What follows belongs to an exercise in optimizing a design on an open flow for small area, a short achievable clock period and few clock cycles; a production flow would make more cautious choices.
Function was checked by simulation only, so behaviour that the tests miss may differ from the original.
Power figures rest on the tool's default switching activity, not on a simulated workload.

## iterated_three_point_smoothing_unit
module iterated_three_point_smoothing_unit #(
   parameter int MAX_LEN = itps_pkg::MAX_LEN_DEFAULT
) (
   input  logic                          clock,
   input  logic                          reset,
   input  logic                          req_valid,
   output logic                          req_stall,
   input  logic [itps_pkg::SAMPLE_W-1:0] req_sample,
   input  logic                          req_last_in,
   output logic                          rsp_valid,
   input  logic                          rsp_stall,
   output logic [itps_pkg::SAMPLE_W-1:0] rsp_value,
   output logic [itps_pkg::RSUM_W-1:0]   rsp_running_sum,
   output logic                          rsp_overflow,
   output logic                          rsp_last_out,
   input  logic                          csr_we,
   input  logic [itps_pkg::SWEEP_W-1:0]  csr_wdata
);
Size in the first run: roughly 14000 cells after synthesis, ~2900 flip-flops, about 120000 um2 of cells after synthesis.
Settings: LEC_CHECK=0, ABC_AREA=1, CAP_MARGIN=20, CORE_MARGIN=2, CORE_UTILIZATION=40, CTS_CLUSTER_DIAMETER=80, CTS_CLUSTER_SIZE=25, PLACE_DENSITY=0.6, SLEW_MARGIN=20; clock period 11.0 ns.
standard.sh (not shown) runs the stock make flow with config.mk's settings and CLKGATE_MAP_FILE= SYNTH_SCRIPT=/design/flow/synth_recipe.tcl, a recipe that flattens the netlist after the stock synthesis.
==> flow/flow/run.sh <==
#!/bin/bash
# Standard layout, with timing repair after clock-tree synthesis and global routing
# aimed below the clock period (the constraints themselves are unchanged).
set -euo pipefail
bash standard.sh SETUP_SLACK_MARGIN=7.4 finish > flow_orfs.log 2>&1
Testbench counts at the start, summed over its fixed seeds: cycles 5,843.
Rerun with:
==> flow/run.sh (new file) <==
#!/bin/bash
# synth_recipe.tcl (not shown) runs the flow's synth.tcl, then flattens the netlist and writes it again
# the make line also repeats each setting of config.mk as NAME=value (left out here)
make -C /OpenROAD-flow-scripts/flow DESIGN_CONFIG=/design/flow/config.mk WORK_HOME=/design/flow/orfs CLKGATE_MAP_FILE= SYNTH_SCRIPT=/design/flow/synth_recipe.tcl finish
Settings changed: SETUP_SLACK_MARGIN set to 5.
removed: flow/flow/run.sh
removed: flow/standard.sh
Cell count is about the same.
Wire length shrinks by 1.6%.
Clock skew grows by 0.0037 ns.
Sequential power barely changes.
Maximum frequency shrinks by about 24%.
Total power is about the same.
Global-route usage shrinks by 0.32 points.
Worst setup slack loses 1.1 ns.
Rerun with:
==> flow/flow/run.sh (new file) <==
#!/bin/bash
# Standard layout, with timing repair after clock-tree synthesis and global routing
# aimed below the clock period (the constraints themselves are unchanged).
set -euo pipefail
bash standard.sh SETUP_SLACK_MARGIN=7.6 finish > flow_orfs.log 2>&1
==> flow/standard.sh (new file) <==
#!/bin/bash
# synth_recipe.tcl (not shown) runs the flow's synth.tcl, then flattens the netlist and writes it again
# the make line also repeats each setting of config.mk as NAME=value (left out here)
make -C /OpenROAD-flow-scripts/flow DESIGN_CONFIG=/design/flow/config.mk WORK_HOME=/design/flow/orfs CLKGATE_MAP_FILE= SYNTH_SCRIPT=/design/flow/synth_recipe.tcl "${@:-finish}"
Settings changed: SETUP_SLACK_MARGIN 5 to unset.
removed: flow/run.sh
After rerunning:
- The new run completed without violations
- non-clock buffer count rises by 15
- wire length increases slightly
- power went up slightly

========
Setup of run A:
Another version of the RTL of iterated_three_point_smoothing_unit (not shown whole).
Size: about 14,000 cells after synthesis, ~95 I/O pins.
Design iterated_three_point_smoothing_unit, start of the top module:
module iterated_three_point_smoothing_unit #(
   parameter int MAX_LEN = itps_pkg::MAX_LEN_DEFAULT
) (
   input  logic                          clock,
   input  logic                          reset,
   input  logic                          req_valid,
   output logic                          req_stall,
   input  logic [itps_pkg::SAMPLE_W-1:0] req_sample,
   input  logic                          req_last_in,
   output logic                          rsp_valid,
   input  logic                          rsp_stall,
   output logic [itps_pkg::SAMPLE_W-1:0] rsp_value,
   output logic [itps_pkg::RSUM_W-1:0]   rsp_running_sum,
   output logic                          rsp_overflow,
   output logic                          rsp_last_out,
   input  logic                          csr_we,
   input  logic [itps_pkg::SWEEP_W-1:0]  csr_wdata
);
   localparam int NSTG = 4;
   localparam int NDLY = 3;
   logic [3:0]          m;
   logic                c_v    [NENG+1];
   logic                c_last [NENG+1];
   logic [1:0]          c_mode [NENG+1];
   logic [IDX_W-1:0]    c_idx  [NENG+1];
   logic [VID_W-1:0]    c_vid  [NENG+1];
   logic [SAMPLE_W-1:0] c_d    [NENG+1];
   itps_ctrl #(
      .NDLY (NDLY),
      .LAP  (2 + NENG * (NSTG + 1) + NDLY)
   ) u_ctrl (
      .clock           (clock),
      .reset           (reset),
      .req_valid       (req_valid),
      .req_stall       (req_stall),
      .req_sample      (req_sample),
      .req_last_in     (req_last_in),
      .rsp_valid       (rsp_valid),
  ...
export LEC_CHECK = 0
export ABC_AREA = 1
export CAP_MARGIN = 20
export CORE_MARGIN = 2
export CORE_UTILIZATION = 40
export CTS_CLUSTER_DIAMETER = 80
export CTS_CLUSTER_SIZE = 25
export PLACE_DENSITY = 0.6
export SETUP_SLACK_MARGIN = 5
export SLEW_MARGIN = 20
create_clock -name core_clock -period 11.0 [get_ports {clock}]
run.sh (not shown) runs the stock make flow with config.mk's settings and CLKGATE_MAP_FILE= SYNTH_SCRIPT=/design/flow/synth_recipe.tcl, a recipe that flattens the netlist after the stock synthesis.
Stock flow here: none of the scripts above is used.
Testbench counts of run A, summed over its fixed seeds: cycles 5,867.
> inputs changed (run A -> run B)
# run A
export LEC_CHECK = 0
export ABC_AREA = 1
export CAP_MARGIN = 20
export CORE_MARGIN = 2
export CORE_UTILIZATION = 40
export CTS_CLUSTER_DIAMETER = 80
export CTS_CLUSTER_SIZE = 25
export PLACE_DENSITY = 0.6
export SETUP_SLACK_MARGIN = 5
export SLEW_MARGIN = 20
create_clock -name core_clock -period 11.0 [get_ports {clock}]
# run B
export LEC_CHECK = 0
export ABC_AREA = 1
export CAP_MARGIN = 20
export CORE_MARGIN = 2
export CORE_UTILIZATION = 40
export CTS_CLUSTER_DIAMETER = 80
export CTS_CLUSTER_SIZE = 25
export PLACE_DENSITY = 0.6
export SLEW_MARGIN = 20
create_clock -name core_clock -period 11.0 [get_ports {clock}]
==> flow/flow/run.sh (new file) <==
#!/bin/bash
# Standard layout, with timing repair after clock-tree synthesis and global routing
# aimed below the clock period (the constraints themselves are unchanged).
set -euo pipefail
bash standard.sh SETUP_SLACK_MARGIN=7.4 finish > flow_orfs.log 2>&1
==> flow/standard.sh (new file) <==
#!/bin/bash
# synth_recipe.tcl (not shown) runs the flow's synth.tcl, then flattens the netlist and writes it again
# the make line also repeats each setting of config.mk as NAME=value (left out here)
make -C /OpenROAD-flow-scripts/flow DESIGN_CONFIG=/design/flow/config.mk WORK_HOME=/design/flow/orfs CLKGATE_MAP_FILE= SYNTH_SCRIPT=/design/flow/synth_recipe.tcl "${@:-finish}"
removed: flow/run.sh
[summary]
Any difference in total power divided by cell area between run B and run A is small enough to ignore. NOTE met1 routed wirelength after detailed routing run A->run B increased slightly. There was hardly any difference in placed instance area between run A and run B. Sort run A and run B by synthesis-to-finish area growth asc -> top: run B. Wire: run B routes less than run A. Measured against each other, run A and run B differ in clock period minus worst slack, the lower figure coming from run B. The last element of the critical path comes out rsp_value[19] in one run and req_stall in the other, namely in run B and run A respectively. | sequential power | run A vs run B | ≈ equal |. Run B reached the final stage; the timing, DRC and antenna checks on its layout passed.

========
Setup of v50:
Another version of the RTL of iterated_three_point_smoothing_unit (not shown whole).
For scale: ~15,000 cells after synthesis, about 3,000 flip-flops, ~95 I/O pins, roughly 130,000 um2 of cells after synthesis.
Settings: LEC_CHECK=0, ABC_AREA=1, CAP_MARGIN=20, CORE_MARGIN=2, CORE_UTILIZATION=55, CTS_CLUSTER_DIAMETER=80, CTS_CLUSTER_SIZE=25, PLACE_DENSITY=0.7, SLEW_MARGIN=20; clock period 11.0 ns.
standard.sh (not shown) runs the stock make flow with config.mk's settings and CLKGATE_MAP_FILE= SYNTH_SCRIPT=/design/flow/synth_recipe.tcl, a recipe that flattens the netlist after the stock synthesis.
==> flow/flow/run.sh <==
#!/bin/bash
# Standard layout, with timing repair after clock-tree synthesis and global routing
# aimed below the clock period (the constraints themselves are unchanged).
set -euo pipefail
bash standard.sh SETUP_SLACK_MARGIN=7.4 finish > flow_orfs.log 2>&1
Testbench counts of v50, summed over its fixed seeds: cycles 5,891.
Here is what was changed in the inputs of v34 compared with v50.
- CORE_UTILIZATION: 55 -> 40
- PLACE_DENSITY: 0.7 -> 0.6
- ABC_AREA: 1 -> unset
Notes after the runs:
| count of inserted tapcells | lower: v50 |
For total length of routed met3 wires, dividing the value from v50 by the value from v34 gives 1.4.
Looking at the reports, v34 completed the entire flow and the layout it produced met the timing, DRC and antenna checks.
Worst setup margin on v34 is behind v50.
Diff v50 and v34: overall routed net length higher in v50
Taking v50 as the reference, in v34 number of standard-cell rows in the floorplan increased 37, fraction of power consumed by combinational cells increased 3.4 points, number of sequential storage elements essentially unchanged, area fraction of clock buffers and clock inverters increased 0.17 points, number of search-and-repair iterations in the first detailed-routing pass increased 1.
When the final numbers for v50 and v34 were put side by side, the number of cells in the design after placement turned out to be smaller in v50.
diff inputs: v34 => v53
- clearing CTS_CLUSTER_SIZE, which used to be 25
- clearing CTS_CLUSTER_DIAMETER, which used to be 80
==> flow/run.sh (new file) <==
#!/bin/bash
# synth_recipe.tcl (not shown) runs the flow's synth.tcl, then flattens the netlist and writes it again
# the make line also repeats each setting of config.mk as NAME=value (left out here)
make -C /OpenROAD-flow-scripts/flow DESIGN_CONFIG=/design/flow/config.mk WORK_HOME=/design/flow/orfs CLKGATE_MAP_FILE= SYNTH_SCRIPT=/design/flow/synth_recipe.tcl finish
removed: flow/flow/run.sh
removed: flow/standard.sh
Taking v34 as the reference, in v53 routed via count saw an increase; maximum fanout along the worst path saw an increase; share of cell area taken by muxes after synthesis saw little to no change.
Status: non-clock buffer contribution to total cell area parity (v34, v53)
Achievable frequency ended up about 10% lower on v53 than on v34.
Delta(flip-flop and latch share of the layout cell area, v53 - v34) < 0
Compared with v34, v53 ends up with a larger final cell area.
The worst supply voltage drop on vdd of v53 was inferior to that of v34.
Minimum setup slack after placement was lower in v34 than in v53.
Of v53 and v34, it is v53 that has the lower relative contribution of combinational cells to total power.
> inputs changed (v53 -> v38)
- ABC_AREA newly set to 1
- CTS_CLUSTER_DIAMETER newly set to 80
- CTS_CLUSTER_SIZE newly set to 25
==> flow/flow/run.sh (new file) <==
#!/bin/bash
# Standard layout, with timing repair after clock-tree synthesis and global routing
# aimed below the clock period (the constraints themselves are unchanged).
set -euo pipefail
bash standard.sh SETUP_SLACK_MARGIN=7.4 finish > flow_orfs.log 2>&1
==> flow/standard.sh (new file) <==
#!/bin/bash
# synth_recipe.tcl (not shown) runs the flow's synth.tcl, then flattens the netlist and writes it again
# the make line also repeats each setting of config.mk as NAME=value (left out here)
make -C /OpenROAD-flow-scripts/flow DESIGN_CONFIG=/design/flow/config.mk WORK_HOME=/design/flow/orfs CLKGATE_MAP_FILE= SYNTH_SCRIPT=/design/flow/synth_recipe.tcl "${@:-finish}"
removed: flow/run.sh
Findings:
- v38 vs v53: relative contribution of combinational cells to total power down
- Diff v53 -> v38 | final non-filler cell total | up by a few percent
- Looking at synthesized area divided by synthesized cell count, v38 sits 0.93 um2 below v53.
- Number of setup buffers added after CTS (v38 over v53): increase, 2
- v38 finished every step from synthesis to the final layout, and the layout passed the timing, DRC and antenna checks.
- Fraction of synthesized cell area in xor and xnor cells: v38 < v53
- The most frequent standard cell in the layout excluding fill and tap cells comes out dfxtp_1 in one run and nand2_1 in the other, namely in v53 and v38 respectively.

what the ideal ports hide:
The results above use ideal ports. As a check the final layouts listed here were re-extracted and re-timed, cells and wires unchanged. Step 1 (the two cells are an assumption about what drives the block):
set clk [get_ports {clock}]
set_driving_cell -lib_cell sky130_fd_sc_hd__clkbuf_16 $clk
set_driving_cell -lib_cell sky130_fd_sc_hd__buf_2 [delete_from_list [all_inputs] $clk]
Step 2, shift: input delay + t, output delay - t, t = (earliest + latest rising clock arrival at the registers) / 2. This alone moves slack from input paths to output paths. Slacks: no drivers / after step 1 / after step 2; pairs: no drivers / after step 1.
run | shift t [ns] | setup WS [ns] | worst data-port slew with drivers (ns)
the first run of note 1 | 0.966 | 7.339 / 7.232 / 6.637 | 0.17
the second run of note 1 | 0.968 | 6.204 / 6.262 / 5.294 | 0.28
the third run of note 1 | 0.955 | 7.343 / 7.239 / 6.799 | 0.18
run A | 0.938 | 6.955 / 6.856 / 6.478 | 0.12
run B | 0.961 | 7.377 / 7.276 / 6.689 | 0.07
v50 | 0.921 | 7.371 / 7.274 / 6.731 | 0.13
v34 | 0.952 | 7.258 / 7.158 / 6.606 | 0.13
v53 | 0.989 | 6.816 / 6.714 / 6.475 | 0.17
v38 | 0.944 | 7.356 / 7.265 / 6.610 | 0.11
After both steps every run listed still meets setup and hold. The setup slack of the second run of note 1, which loses most, moves by +0.058 ns with the drivers and by -0.910 ns with both steps.
